Source: an optimization exercise on an open RTL-to-GDS flow (aim: a short achievable clock period and few clock cycles). Production flows keep margins and buffers that such runs may drop. RTL that was checked went through simulation tests only; none was proved equivalent to the original. Power is estimated from default activity; no workload was simulated.

==> ember <==
Design simt_core, start of the top module:
module simt_core #(
    parameter int WARPS   = 4,
    parameter int THREADS = 4
) (
    input  logic                                 clk,
    input  logic                                 reset,
    input  logic                                 start,
    input  logic [2:0]                           cfg_num_warps,
    input  logic [9:0]                           cfg_base_addr,
    output logic                                 done,
    output logic                                 imem_valid,
    output logic [9:0]                           imem_addr,
    input  logic                                 imem_ready,
    input  logic [31:0]                          imem_data,
    output logic [THREADS-1:0]                   store_valid,
    output logic [THREADS*12-1:0]                store_addr,
    output logic [THREADS*32-1:0]                store_data
);
    localparam int QN = 8;                  
    logic        launch;
    logic        capture;
    logic [3:0]  warp_live;
    logic        room;
    logic        drained;
    logic [7:1]  d_rs1_oh, d_rs2_oh, d_rd_oh;
    logic        d_use_logic, d_b_inv, d_b_imm, d_b_reg, d_setlt, d_store, d_finish;
    logic [3:0]  d_logic_oh;
    instr_decoder u_dec (
        .instr     (imem_data),
        .rs1_oh    (d_rs1_oh),
        .rs2_oh    (d_rs2_oh),
        .rd_oh     (d_rd_oh),
        .use_logic (d_use_logic),
        .logic_oh  (d_logic_oh),
        .b_inv     (d_b_inv),
        .b_imm     (d_b_imm),
        .b_reg     (d_b_reg),
        .setlt     (d_setlt),
        .store     (d_store),
        .finish    (d_finish)
    );
    logic        r_valid;
    logic [7:1]  r_rs1_oh, r_rs2_oh, r_rd_oh;
    logic        r_use_logic, r_b_inv, r_b_imm, r_b_reg, r_setlt, r_store;
    logic [3:0]  r_logic_oh;
    logic [31:0] r_imm;
  ...
export LEC_CHECK = 0
export CAP_MARGIN = 20
export CORE_MARGIN = 2
export CORE_UTILIZATION = 40
export SETUP_SLACK_MARGIN = 5
export SLEW_MARGIN = 20
create_clock -name core_clock -period 10.0 [get_ports {clk}]
run.sh (not shown) runs the stock make flow with config.mk's settings and CLKGATE_MAP_FILE= SYNTH_SCRIPT=/design/flow/synth_recipe.tcl, a recipe that flattens the netlist after the stock synthesis.
==> inputs of amber, as changes to ember <==
==> flow/flow/run.sh (new file) <==
#!/bin/bash
set -euo pipefail
bash standard.sh synth > synth.log 2>&1
bash standard.sh SETUP_SLACK_MARGIN=6.5 finish > layout.log 2>&1
==> flow/standard.sh (new file) <==
#!/bin/bash
# synth_recipe.tcl (not shown) runs the flow's synth.tcl, then flattens the netlist and writes it again
# the make line also repeats each setting of config.mk as NAME=value (left out here)
make -C /OpenROAD-flow-scripts/flow DESIGN_CONFIG=/design/flow/config.mk WORK_HOME=/design/flow/orfs CLKGATE_MAP_FILE= SYNTH_SCRIPT=/design/flow/synth_recipe.tcl "${@:-finish}"
==> flow/config.mk (replaced) <==
export PLATFORM = sky130hd
export DESIGN_NAME = simt_core
export DESIGN_NICKNAME = simt_core
export VERILOG_FILES = /design/flow/design.v
export SDC_FILE = /design/flow/constraint.sdc
export NUM_CORES = 8
export LEC_CHECK = 0
export CAP_MARGIN = 20
export CORE_MARGIN = 2
export CORE_UTILIZATION = 40
export SLEW_MARGIN = 20
removed: flow/run.sh
==> inputs of harbor, as changes to ember <==
--- a/flow/design.v
+++ b/flow/design.v
@@ -171,32 +171,35 @@
     input  logic        warp_live,    
     input  logic        r_valid,
     input  logic [7:1]  r_rs1_oh,
     input  logic [7:1]  r_rs2_oh,
     input  logic [31:0] r_imm,
     input  logic        r_reg_we,
     input  logic        r_use_logic,
     input  logic [3:0]  r_logic_oh,
-    input  logic        r_b_inv,
+    input  logic        r_b_inv,      
     input  logic        r_b_imm,
     input  logic        r_b_reg,
-    input  logic        x_cin,
+    input  logic        r_store,
     input  logic        x_setlt,
     input  logic [7:1]  x_rd_oh,
     output logic        mask,
-    output logic [11:0] r_addr,
-    output logic [31:0] r_data
+    output logic [11:0] x_addr,
+    output logic [31:0] x_data
 );
     logic [7:1][31:0] regs;
     logic [31:0] a;
     logic [31:0] b;
     logic [31:0] lres;
     logic [31:0] opa;
     logic [31:0] opb;
+    logic [31:0] p;
+    logic [31:0] g;
+    logic [11:0] saddr;
     logic [31:0] xp;           
     logic [31:0] xg;           
     logic        xa31;
     logic        xb31;
     logic        xwe;
     logic [31:0] sum;
     logic        lt;
     always_comb begin
@@ -208,65 +211,90 @@
         end
     end
     assign lres = ((a & b)    & {32{r_logic_oh[0]}})
                 | ((a | b)    & {32{r_logic_oh[1]}})
                 | ((a ^ b)    & {32{r_logic_oh[2]}})
                 | (32'(TID)   & {32{r_logic_oh[3]}});
     assign opa = a & {32{!r_use_logic}};
     assign opb = lres | (~b & {32{r_b_inv}}) | (r_imm & {32{r_b_imm}}) | (b & {32{r_b_reg}});
-    assign r_addr = a[11:0] + r_imm[11:0];
-    assign r_data = b;
+    always_comb begin
+        p = opa ^ opb;
+        g = opa & opb;
+        p[0] = opa[0] ^ opb[0] ^ r_b_inv;
+        g[0] = (opa[0] & opb[0]) | ((opa[0] ^ opb[0]) & r_b_inv);
+    end
+    always_comb begin
+        logic [11:0] sg, sp, gn, pn;
+        sg = a[11:0] & r_imm[11:0];
+        sp = a[11:0] ^ r_imm[11:0];
+        for (int l = 0; l < 4; l++) begin
+            for (int i = 0; i < 12; i++) begin
+                if (i >= (1 << l)) begin
+                    gn[i] = sg[i] | (sp[i] & sg[i - (1 << l)]);
+                    pn[i] = sp[i] & sp[i - (1 << l)];
+                end else begin
+                    gn[i] = sg[i];
+                    pn[i] = sp[i];
+                end
+            end
+            sg = gn;
+            sp = pn;
+        end
+        saddr = a[11:0] ^ r_imm[11:0] ^ {sg[10:0], 1'b0};
+    end
     always_ff @(posedge clk) begin
-        xp   <= opa ^ opb;
-        xg   <= opa & opb;
+        xp   <= r_store ? b : p;
+        xg   <= r_store ? {20'd0, saddr} : g;
         xa31 <= opa[31];
         xb31 <= opb[31];
     end
     always_ff @(posedge clk or negedge reset) begin
         if (!reset) begin
             xwe <= 1'b0;
         end else begin
             xwe <= r_valid && r_reg_we && mask && warp_live;
         end
     end
     always_comb begin
-        logic [32:0] g, p, gn, pn;
-        g = {xg, x_cin};
-        p = {xp, 1'b0};
-        for (int l = 0; l < 6; l++) begin
-            for (int i = 0; i < 33; i++) begin
+        logic [31:0] cg, cp, gn, pn;
+        cg = xg;
+        cp = {xp[31:1], 1'b0};
+        for (int l = 0; l < 5; l++) begin
+            for (int i = 0; i < 32; i++) begin
                 if (i >= (1 << l)) begin
-                    gn[i] = g[i] | (p[i] & g[i - (1 << l)]);
-                    pn[i] = p[i] & p[i - (1 << l)];
+                    gn[i] = cg[i] | (cp[i] & cg[i - (1 << l)]);
+                    pn[i] = cp[i] & cp[i - (1 << l)];
                 end else begin
-                    gn[i] = g[i];
-                    pn[i] = p[i];
+                    gn[i] = cg[i];
+                    pn[i] = cp[i];
                 end
             end
-            g = gn;
-            p = pn;
+            cg = gn;
+            cp = pn;
         end
-        sum = xp ^ g[31:0];
+        sum = {xp[31:1] ^ cg[30:0], xp[0]};
     end
     assign lt = (xa31 == xb31) ? xa31 : sum[31];
     always_ff @(posedge clk) begin
         for (int i = 1; i < 8; i++) begin
             if (xwe && x_rd_oh[i]) regs[i] <= sum;
         end
         if (launch)       mask <= 1'b1;
         else if (x_setlt) mask <= lt;
     end
+    assign x_addr = xg[11:0];
+    assign x_data = xp;
 endmodule
 module lane_collector #(
-    parameter int N = 8              
+    parameter int N = 12             
 ) (
     input  logic              clk,
     input  logic              reset,
-    input  logic [3:0]        g_valid,
+    input  logic [3:0]        r_group,
     input  logic [3:0][11:0]  g_addr,
     input  logic [3:0][31:0]  g_data,
     input  logic [4:0]        k1_oh,
     output logic              room_st,
     output logic              room_nost,
     output logic              drains,
     output logic              store_valid,
     output logic [11:0]       store_addr,
@@ -282,30 +310,47 @@
     logic [3:0][43:0]   slot;
     logic [3:0]         sv;        
     logic [3:0][43:0]   qs;        
     logic [3:0]         qv;
     logic [43:0]        head;
     logic [N:1]         th_next;
     logic [8:0]         s_oh;      
     assign qempty = !th[1];
+    function automatic logic [3:0] rank_oh(input logic [3:0] g, input int w);
+        logic [3:0] r;
+        r = 4'b0001;
+        for (int i = 0; i < 4; i++) begin
+            if (i < w) r = g[i] ? {r[2:0], 1'b0} : r;
+        end
+        rank_oh = r;
+    endfunction
+    logic [3:0][3:0]    r_sel;
+    logic [4:0]         r_pc_oh;
     always_comb begin
-        logic [1:0] k;
-        logic [2:0] n;
-        sel = '0;
-        k   = 2'd0;
         for (int w = 0; w < 4; w++) begin
-            if (g_valid[w]) begin
-                sel[k][w] = 1'b1;
-                k = k + 2'd1;
-            end
+            logic [3:0] r;
+            r = rank_oh(r_group, w);
+            for (int s = 0; s < 4; s++) r_sel[s][w] = r_group[w] && r[s];
         end
-        n = 3'(g_valid[0]) + 3'(g_valid[1]) + 3'(g_valid[2]) + 3'(g_valid[3]);
-        for (int c = 0; c < 5; c++) pc_oh[c] = (n == 3'(c));
-        for (int s = 0; s < 4; s++) sv[s] = (n > 3'(s));
+        r_pc_oh = 5'b00001;
+        for (int i = 0; i < 4; i++) r_pc_oh = r_group[i] ? {r_pc_oh[3:0], 1'b0} : r_pc_oh;
+    end
+    always_ff @(posedge clk or negedge reset) begin
+        if (!reset) begin
+            pc_oh <= 5'b00001;
+            sv    <= '0;
+        end else begin
+            pc_oh <= r_pc_oh;
+            sv    <= {r_pc_oh[4], r_pc_oh[4] | r_pc_oh[3], r_pc_oh[4] | r_pc_oh[3] | r_pc_oh[2],
+                      r_pc_oh[4] | r_pc_oh[3] | r_pc_oh[2] | r_pc_oh[1]};
+        end
+    end
+    always_ff @(posedge clk) begin
+        sel <= r_sel;
     end
     always_comb begin
         for (int s = 0; s < 4; s++) begin
             slot[s] = '0;
             for (int w = 0; w < 4; w++) slot[s] = slot[s] | ({g_addr[w], g_data[w]} & {44{sel[s][w]}});
         end
         for (int j = 0; j < 4; j++) begin
             if (qempty) begin
@@ -329,19 +374,19 @@
             th_next[i] = 1'b0;
             for (int c = 0; c < 5; c++) th_next[i] = th_next[i] | (pc_oh[c] && thv(th, i + 1 - c));
         end
         s_oh = '0;
         for (int c = 0; c < 5; c++)
             for (int k = 0; k < 5; k++)
                 s_oh[c + k] = s_oh[c + k] | (pc_oh[c] && k1_oh[k]);
         room_st = 1'b0;
-        for (int s = 0; s < 9; s++) room_st = room_st | (s_oh[s] && !thv(th, N + 1 - s));
+        for (int s = 0; s < 9; s++) room_st = room_st | (s_oh[s] && !thv(th, N + 2 - s));
         room_nost = 1'b0;
-        for (int c = 0; c < 5; c++) room_nost = room_nost | (pc_oh[c] && !thv(th, N + 1 - c));
+        for (int c = 0; c < 5; c++) room_nost = room_nost | (pc_oh[c] && !thv(th, N + 2 - c));
     end
     assign drains = !th_next[1];
     always_ff @(posedge clk or negedge reset) begin
         if (!reset) begin
             th          <= '0;
             hp          <= N'(1);
             tp          <= N'(1);
             store_valid <= 1'b0;
@@ -356,19 +401,25 @@
                 default: ;
             endcase
             store_valid <= !qempty || sv[0];
         end
     end
     always_ff @(posedge clk) begin
         {store_addr, store_data} <= qempty ? slot[0] : head;
         for (int e = 0; e < N; e++) begin
+            logic        we;
+            logic [43:0] d;
+            we = 1'b0;
+            d  = '0;
             for (int j = 0; j < 4; j++) begin
-                if (qv[j] && tp[(e - j + N) % N]) ent[e] <= qs[j];
+                we = we | (qv[j] && tp[(e - j + N) % N]);
+                d  = d | (qs[j] & {44{tp[(e - j + N) % N]}});
             end
+            if (we) ent[e] <= d;
         end
     end
 endmodule
 module simt_core #(
     parameter int WARPS   = 4,
     parameter int THREADS = 4
 ) (
     input  logic                                 clk,
@@ -380,17 +431,17 @@
     output logic                                 imem_valid,
     output logic [9:0]                           imem_addr,
     input  logic                                 imem_ready,
     input  logic [31:0]                          imem_data,
     output logic [THREADS-1:0]                   store_valid,
     output logic [THREADS*12-1:0]                store_addr,
     output logic [THREADS*32-1:0]                store_data
 );
-    localparam int QN = 8;                  
+    localparam int QN = 12;                 
     logic        launch;
     logic        capture;
     logic [3:0]  warp_live;
     logic        room;
     logic        drained;
     logic [7:1]  d_rs1_oh, d_rs2_oh, d_rd_oh;
     logic        d_use_logic, d_b_inv, d_b_imm, d_b_reg, d_setlt, d_store, d_finish;
     logic [3:0]  d_logic_oh;
@@ -443,76 +494,73 @@
         .imem_finish   (d_finish),
         .launch        (launch),
         .capture       (capture),
         .warp_live     (warp_live),
         .room          (room),
         .drained       (drained),
         .r_busy        (r_valid)
     );
-    logic        x_cin;
     logic        x_setlt;
     logic [7:1]  x_rd_oh;
     always_ff @(posedge clk) begin
-        x_cin   <= r_b_inv;
         x_rd_oh <= r_rd_oh;
     end
     always_ff @(posedge clk or negedge reset) begin
         if (!reset) x_setlt <= 1'b0;
         else        x_setlt <= r_valid && r_setlt;
     end
     logic [15:0]       mask;
-    logic [15:0][11:0] r_addr;
-    logic [15:0][31:0] r_data;
+    logic [15:0][11:0] x_addr;
+    logic [15:0][31:0] x_data;
     for (genvar t = 0; t < 16; t++) begin : g_thr
         thread_lane #(.TID(t)) u_thr (
             .clk         (clk),
             .reset       (reset),
             .launch      (launch),
             .warp_live   (warp_live[t / 4]),
             .r_valid     (r_valid),
             .r_rs1_oh    (r_rs1_oh),
             .r_rs2_oh    (r_rs2_oh),
             .r_imm       (r_imm),
             .r_reg_we    (r_rd_oh != 7'd0),
             .r_use_logic (r_use_logic),
             .r_logic_oh  (r_logic_oh),
             .r_b_inv     (r_b_inv),
             .r_b_imm     (r_b_imm),
             .r_b_reg     (r_b_reg),
-            .x_cin       (x_cin),
+            .r_store     (r_store),
             .x_setlt     (x_setlt),
             .x_rd_oh     (x_rd_oh),
             .mask        (mask[t]),
-            .r_addr      (r_addr[t]),
-            .r_data      (r_data[t])
+            .x_addr      (x_addr[t]),
+            .x_data      (x_data[t])
         );
     end
     logic [3:0] room_st;
     logic [3:0] room_nost;
     logic [3:0] l_drains;
     logic       st_inflight;
-    assign st_inflight = capture && d_store;
+    assign st_inflight = capture ? d_store : (r_valid && r_store);
     for (genvar l = 0; l < 4; l++) begin : g_lane
         logic [3:0] mask_col;
         logic [3:0] live_col;
         logic [4:0] k1_oh;
-        logic [2:0] k1;
         assign mask_col = {mask[12 + l], mask[8 + l], mask[4 + l], mask[l]};
         assign live_col = warp_live & (mask_col | {4{x_setlt}});
-        assign k1 = 3'(live_col[0]) + 3'(live_col[1]) + 3'(live_col[2]) + 3'(live_col[3]);
-        for (genvar c = 0; c < 5; c++) begin : g_k1
-            assign k1_oh[c] = (k1 == 3'(c));
+        always_comb begin
+            k1_oh = 5'b00001;
+            for (int i = 0; i < 4; i++) k1_oh = live_col[i] ? {k1_oh[3:0], 1'b0} : k1_oh;
         end
         lane_collector #(.N(QN)) u_q (
             .clk         (clk),
             .reset       (reset),
-            .g_valid     ({4{r_valid && r_store}} & mask_col & warp_live),
-            .g_addr      ({r_addr[12 + l], r_addr[8 + l], r_addr[4 + l], r_addr[l]}),
-            .g_data      ({r_data[12 + l], r_data[8 + l], r_data[4 + l], r_data[l]}),
+            .r_group     ({4{r_valid && r_store}} & mask_col & warp_live),
+            .g_addr      ({x_addr[12 + l], x_addr[8 + l], x_addr[4 + l], x_addr[l]}),
+            .g_data      ({x_data[12 + l], x_data[8 + l], x_data[4 + l], x_data[l]}),
             .k1_oh       (k1_oh),
             .room_st     (room_st[l]),
             .room_nost   (room_nost[l]),
             .drains      (l_drains[l]),
             .store_valid (store_valid[l]),
             .store_addr  (store_addr[l*12 +: 12]),
             .store_data  (store_data[l*32 +: 32])
         );
==> results.txt <==
M1 WL=572000 um; status=finished with violations; Synth Area in Adders=0.0566; antenna-violating nets left=4; Initial Util=0.401; SO Faults=antenna rules; Core Region=0.976 sq mm; critical path data required time=11.02 ns; design area=0.430 sq mm; P_int=0.0556 W
That was harbor.
==> results.txt <==
M1 WL=558000 um; Core Region=0.882 sq mm; Critical Path Start=r_rs2_oh[5]; status=no timing/DRC/antenna violations; design area=0.400 sq mm; Initial Util=0.401; P_int=0.0538 W; Synth Area in Adders=0.0634; critical path data required time=11.06 ns; drt pass-1 iters=14; worst rel slew slack=0.111; antenna-violating nets left=0
That was ember.
==> results.txt <==
status=stopped before the end; proportion of synthesized area in mux cells=0.0312; gp weighted congestion=0.979; Error=[ERROR GRT-0232] Routing congestion too high. Check the congestion heatmap in the GUI.; failing step=global routing (5_1_grt); Synth Area in Adders=0.0634; GR Util met1=0.493; Initial Util=0.401; asr flop ratio synth=0.0212
That was amber.
Testbench counts of harbor, summed over its fixed seeds: cycles 8,743.
Function not checked in ember and amber: the RTL went through the layout flow alone.

[what the ideal ports hide]
The results above use ideal ports. As a check the final layouts listed here were re-extracted and re-timed, cells and wires unchanged. Step 1, drivers: a clkbuf_16 drives clk and a buf_2 each remaining input, both assumed. Step 2 moves the port delays by t, midway between the first and last clock arrival at a register: inputs arrive t later, outputs are due t later. That takes back most of the time a late clock gives input paths. Three values: no drivers, after step 1, after step 2; two values: the first two.
run	t, ns	slack for setup (ns)	clock arrival spread, ns	worst data-port slew with drivers (ns)
ember	1.374	4.681 / 4.681 / 4.681	0.114 / 0.114	0.37
harbor	1.276	5.000 / 5.000 / 4.896	0.099 / 0.099	0.51
For harbor, which loses most, drivers alone change the setup slack by 0.000 ns; drivers and shift together by -0.104 ns.
